This is an optimization exercise on Yosys and OpenROAD, whose aim is small area, a short achievable clock period and few clock cycles per item, not a production implementation. The RTL was checked by simulation tests, not by an equivalence proof against the original design. No driver is modelled on the clock port, so clock power and skew are understated where the tree is cut down; a real chip needs a root buffer or a tree. Power and IR drop assume default switching activity.

==> flow/design.v <==
module sha256_padder #(
    parameter int LEN_W = 19
) (
    input  logic         Clk,
    input  logic         Reset,
    input  logic [7:0]   InData,
    input  logic         InValid,
    input  logic         InLast,
    output logic         InReady,
    output logic [511:0] Chunk,
    output logic         ChunkValid,
    output logic         ChunkLast,
    input  logic         ChunkReady
);
    localparam int WR     = 0;   
    localparam int TOX    = 1;   
    localparam int CMT    = 2;   
    localparam int PAD    = 3;   
    localparam int P2W    = 4;   
    localparam int PADFIT = 5;   
    function automatic logic [5:0] ctl(input logic iv, input logic cv, input logic pend2,
                                 input logic xv, input logic xl, input logic il,
                                 input logic [7:1] ht, input logic [7:1] lt);
        logic c0, c1, fits, r_free, cmt, wr, pad;
        c0         = ~ht[1] & ~lt[1];
        c1         = ~ht[1] & lt[1] & ~lt[2];
        fits       = ~c0 & ~ht[7];                 
        r_free     = ~cv & ~pend2;
        cmt        = xv & xl & r_free;
        wr         = iv & ~c1 & r_free;
        pad        = (wr & il) | cmt;
        ctl[WR]     = wr;
        ctl[TOX]    = iv & ~pend2 & c1 & (~xv | cmt);
        ctl[CMT]    = cmt;
        ctl[PAD]    = pad;
        ctl[P2W]    = pend2 & ~cv;
        ctl[PADFIT] = pad & fits;
    endfunction
    logic [511:0] r_q;           
    logic         cv_q, cv_d;    
    logic         cvo_q;         
    logic         cl_q, cl_d;    
    logic         iv_q, iv_d;    
    logic [7:0]   id_q, id_d;
    logic         il_q, il_d;
    logic         rdy_q, rdy_d;  
    logic         xv_q, xv_d;    
    logic [7:0]   xd_q;
    logic         xl_q, xl_d;
    logic         pend2_q, pend2_d;    
    logic         p2_80_q, p2_80_d;    
    logic [9:0]   hi_q, hi_d;
    logic [7:1]   ht_q, ht_d, lt_q, lt_d;
    logic [5:0]   ctl_q;         
    logic [8:0]   htc, ltc;      
    logic [2:0]   ch, cl;        
    logic         c0, c2;        
    logic         new_chunk, take, cnt_rst;
    logic [5:0]   ctl_d;
    logic [63:0]  lenbits;       
    logic [7:0]   ch1, cl1, ch_lt, cl_le;
    logic [63:0]  sel, above, nxt;    
    logic [63:0]  k, w, s;
    logic [511:0] r_d;
    assign InReady    = rdy_q;
    assign Chunk      = r_q;
    assign ChunkValid = cvo_q;
    assign ChunkLast  = cl_q;
    assign htc     = {1'b0, ht_q, 1'b1};
    assign ltc     = {1'b0, lt_q, 1'b1};
    assign ch      = {ht_q[4], (ht_q[2] & ~ht_q[4]) | ht_q[6],
                      (ht_q[1] & ~ht_q[2]) | (ht_q[3] & ~ht_q[4]) | (ht_q[5] & ~ht_q[6]) | ht_q[7]};
    assign cl      = {lt_q[4], (lt_q[2] & ~lt_q[4]) | lt_q[6],
                      (lt_q[1] & ~lt_q[2]) | (lt_q[3] & ~lt_q[4]) | (lt_q[5] & ~lt_q[6]) | lt_q[7]};
    assign c0      = ~ht_q[1] & ~lt_q[1];
    assign c2      = ~ht_q[1] & lt_q[2] & ~lt_q[3];
    assign lenbits = {45'b0, hi_q, ch, cl, 3'b000};
    always_comb begin
        for (int j = 0; j < 8; j++) begin
            ch1[j]   = htc[j] & ~htc[j + 1];
            cl1[j]   = ltc[j] & ~ltc[j + 1];
            ch_lt[j] = ~htc[j];
            cl_le[j] = ~ltc[j + 1];
        end
        for (int i = 0; i < 64; i++) begin
            sel[i]   = (i % 8 == 7) ? (ch1[(i / 8 + 1) % 8] & cl1[0]) : (ch1[i / 8] & cl1[i % 8 + 1]);
            nxt[i]   = (i > 0) ? (ch1[i / 8] & cl1[i % 8]) : 1'b0;
            above[i] = ~c0 & (ch_lt[i / 8] | (ch1[i / 8] & cl_le[i % 8]));
        end
    end
    always_comb begin
        w    = {64{ctl_q[WR]}} & sel;
        w[0] = (ctl_q[WR] & c2) | ctl_q[CMT];
        k    = ~(w | ({64{ctl_q[PAD]}} & above) | {64{ctl_q[P2W]}});
        s    = ({64{ctl_q[PAD]}} & nxt) | {63'b0, ctl_q[P2W] & p2_80_q};   
    end
    for (genvar i = 0; i < 56; i++) begin : g_lane
        for (genvar b = 0; b < 7; b++) begin : g_bit
            sha256_padder_cell u_cell (
                .q(r_q[511 - 8*i - 7 + b]), .k(k[i]), .w(w[i]),
                .d((i == 0) ? xd_q[b] : id_q[b]),
                .y(r_d[511 - 8*i - 7 + b])
            );
        end
        sha256_padder_cell7 u_cell7 (
            .q(r_q[511 - 8*i]), .k(k[i]), .w(w[i]), .d((i == 0) ? xd_q[7] : id_q[7]),
            .s(s[i]), .y(r_d[511 - 8*i])
        );
    end
    always_comb begin
        for (int i = 56; i < 64; i++) begin
            for (int b = 0; b < 8; b++) begin
                r_d[511 - 8*i - 7 + b] =
                    (r_q[511 - 8*i - 7 + b] & k[i]) |
                    (w[i] & id_q[b]) |
                    ((b == 7) ? s[i] : 1'b0) |
                    ((ctl_q[PADFIT] | ctl_q[P2W]) & lenbits[8*(63-i) + b]);
            end
        end
    end
    always_comb begin
        iv_d    = rdy_q ? InValid : iv_q;
        id_d    = rdy_q ? InData : id_q;
        il_d    = rdy_q ? InLast : il_q;
        xv_d    = ctl_q[TOX] | (xv_q & ~ctl_q[WR] & ~ctl_q[CMT]);
        xl_d    = ctl_q[TOX] ? il_q : xl_q;
        new_chunk = (ctl_q[WR] & (il_q | c0)) | ctl_q[CMT] | ctl_q[P2W];
        cv_d    = new_chunk | (cv_q & ~ChunkReady);
        cl_d    = new_chunk ? (ctl_q[P2W] | ctl_q[PADFIT]) : cl_q;
        pend2_d = ~ctl_q[P2W] & (pend2_q | (ctl_q[PAD] & ~ctl_q[PADFIT]));
        p2_80_d = (ctl_q[PAD] & ~ctl_q[PADFIT]) ? c0 : p2_80_q;
        take    = (ctl_q[TOX] | ctl_q[WR]) & ~il_q;
        cnt_rst = ctl_q[PADFIT] | ctl_q[P2W];
        hi_d    = hi_q;
        ht_d    = ht_q;
        lt_d    = lt_q;
        if (cnt_rst) begin
            hi_d = '0;
            ht_d = '0;
            lt_d = take ? 7'd3 : 7'd1;
        end else if (take) begin
            lt_d = lt_q[7] ? 7'd0 : {lt_q[6:1], 1'b1};
            if (lt_q[7]) begin
                ht_d = ht_q[7] ? 7'd0 : {ht_q[6:1], 1'b1};
                if (ht_q[7]) hi_d = hi_q + 10'd1;
            end
        end
        ctl_d = ctl(iv_d, cv_d, pend2_d, xv_d, xl_d, il_d, ht_d, lt_d);
        rdy_d = ~iv_d | ctl_d[TOX] | ctl_d[WR];
    end
    always_ff @(posedge Clk) begin
        r_q  <= r_d;
        id_q <= id_d;
        il_q <= il_d;
        if (ctl_q[TOX]) xd_q <= id_q;
        xl_q <= xl_d;
    end
    always_ff @(posedge Clk or negedge Reset) begin
        if (!Reset) begin
            cv_q    <= 1'b0;
            cvo_q   <= 1'b0;
            cl_q    <= 1'b0;
            iv_q    <= 1'b0;
            rdy_q   <= 1'b0;     
            xv_q    <= 1'b0;
            pend2_q <= 1'b0;
            p2_80_q <= 1'b0;
            hi_q    <= '0;
            ht_q    <= '0;
            lt_q    <= 7'd1;
            ctl_q   <= '0;
        end else begin
            cv_q    <= cv_d;
            cvo_q   <= new_chunk | (cvo_q & ~ChunkReady);
            cl_q    <= cl_d;
            iv_q    <= iv_d;
            rdy_q   <= rdy_d;
            xv_q    <= xv_d;
            pend2_q <= pend2_d;
            p2_80_q <= p2_80_d;
            hi_q    <= hi_d;
            ht_q    <= ht_d;
            lt_q    <= lt_d;
            ctl_q   <= ctl_d;
        end
    end
endmodule
module sha256_padder_cell (
    input  logic q,
    input  logic k,
    input  logic w,
    input  logic d,
    output logic y
);
    assign y = (q & k) | (w & d);
endmodule
module sha256_padder_cell7 (
    input  logic q,
    input  logic k,
    input  logic w,
    input  logic d,
    input  logic s,
    output logic y
);
    assign y = (q & k) | (w & d) | s;
endmodule
clock: 4.5 ns
lec_check: 0
cap_margin: 20
core_margin: 2
core_utilization: 50
setup_slack_margin: 2.68
slew_margin: 20
synth_hierarchical: 1
synth_minimum_keep_size: 0
tns_end_percent: 10
standard.sh (not shown) runs the stock make flow with config.mk's settings and CLKGATE_MAP_FILE= SYNTH_SCRIPT=/design/flow/synth_recipe.tcl, a recipe that flattens the netlist after the stock synthesis.
==> flow/flow/run.sh <==
#!/bin/bash
# Standard ORFS layout with these changes: the port buffers use a small buffer cell, and the
# clock tree is a two-level tree built by flow/cts_pre.tcl (ORFS's PRE_CTS_TCL hook) in place
# of TritonCTS. Each ORFS step's full log is in orfs/logs/...; make's output is in flow.log.
set -euo pipefail
export BUFFER_PORTS_ARGS="-buffer_cell sky130_fd_sc_hd__buf_1"
export PRE_CTS_TCL="$PWD/flow/cts_pre.tcl"
bash standard.sh > flow.log 2>&1
Other scripts of this flow, unchanged in this note and not shown: flow/flow/cts_pre.tcl
The baseline ran to the end with no violations.
Testbench counts at the start, summed over its fixed seeds: cycles 53,377, bytes 53,274.
==> next run, changes <==
Settings changed: PLACE_DENSITY from default to 0.65, SETUP_SLACK_MARGIN 2.68 to 2.6.
The new run ran to the end with no violations; clock power hardly moves; first-iteration DRC count shrinks by about 10%; cell count is lower by about 1.2%; via count is lower by about 2%; combinational power went down by 11%; synthesized cell count stays the same; global-route usage goes down by 0.22 points; sequential power is about the same.
In every run of this note, the design's own scripts or RTL, not TritonCTS, make the clock network.

---

build 16:
Starts from the design.v that is shown in full above.
Settings: LEC_CHECK=0, CAP_MARGIN=20, CORE_MARGIN=2, CORE_UTILIZATION=50, SETUP_SLACK_MARGIN=2.45, SLEW_MARGIN=20, SYNTH_HIERARCHICAL=1, SYNTH_MINIMUM_KEEP_SIZE=0; clock period 4.5 ns.
Scripts as last shown in full above: flow/flow/run.sh
Other scripts of this flow, unchanged in this note and not shown: flow/flow/cts_pre.tcl
Testbench counts of build 16, summed over its fixed seeds: cycles 53,377, bytes 53,274.
Modified inputs, build 92 compared to build 16
--- a/flow/flow/run.sh
+++ b/flow/flow/run.sh
@@ -7,0 +8 @@
+export RECOVER_POWER=30
Results
- To summarise build 92: no stage aborted, but the layout did not pass its checks, failing on max-capacitance violations, max-slew violations.
- Summary of build 92 over build 16: final period utilization has increased, cell-internal power has decreased.
- There was hardly any difference in power attributed to combinational cells between build 92 and build 16.
- Looking at area growth from synthesis to layout, build 92 sits 0.28 points lower than build 16 does.
- Build 16 → build 92: met2 layer wire length in the routed design down 0.69%; proportion of power drawn by combinational gates barely changed; power saw little to no change; number of hold buffers added after CTS now sits at about the same level.
- Against build 16, build 92 reports a count of cell instances traversed by the critical path that is lower.
Input-level comparison between build 79 and build 92:
--- a/flow/flow/run.sh
+++ b/flow/flow/run.sh
@@ -8 +7,0 @@
-export RECOVER_POWER=30
--- a/flow/config.mk
+++ b/flow/config.mk
@@ -10,0 +11 @@
+export PLACE_DENSITY = 0.45
==> comparison <==
- On layout-stage area growth over the synthesis result: build 79 sits above build 92.
- Hold slack delta for build 79 relative to build 92: 6.5 ps lower
- Build 79 ended with more routed via count than build 92.
- Build 79: flow completed, timing, DRC and antenna clean
In every run of this note, the design's own scripts or RTL, not TritonCTS, make the clock network.

[separate check: timing with driven ports]
No port has a modelled driver above. Below, the same layouts with a new extraction and two added sets of constraints. Step 1 sets driving cells, clkbuf_16 on the clock port and buf_2 on the other inputs (assumed; they add their load-dependent delay and slew). Step 2 moves the port delays by t, midway between the first and last clock arrival at a register: inputs arrive t later, outputs are due t later. That takes back most of the time a late clock gives input paths. a / b / c = ideal / step 1 / step 2; a / b = the first two.
run	t (ns)	setup WS [ns]	latest minus earliest clock arrival (ns)
the first run of note 1	0.480	2.541 / 2.433 / 2.541	0.033 / 0.033
the second run of note 1	0.473	2.405 / 2.405 / 2.405	0.045 / 0.045
build 16	0.484	2.460 / 2.410 / 2.460	0.050 / 0.050
build 92	0.485	1.495 / 1.495 / 1.361	0.052 / 0.052
build 79	0.490	2.411 / 2.411 / 2.411	0.070 / 0.070
For build 92, which loses most, drivers alone change the setup slack by 0.000 ns; drivers and shift together by -0.134 ns. The worst setup slack also covers recovery checks on asynchronous resets.
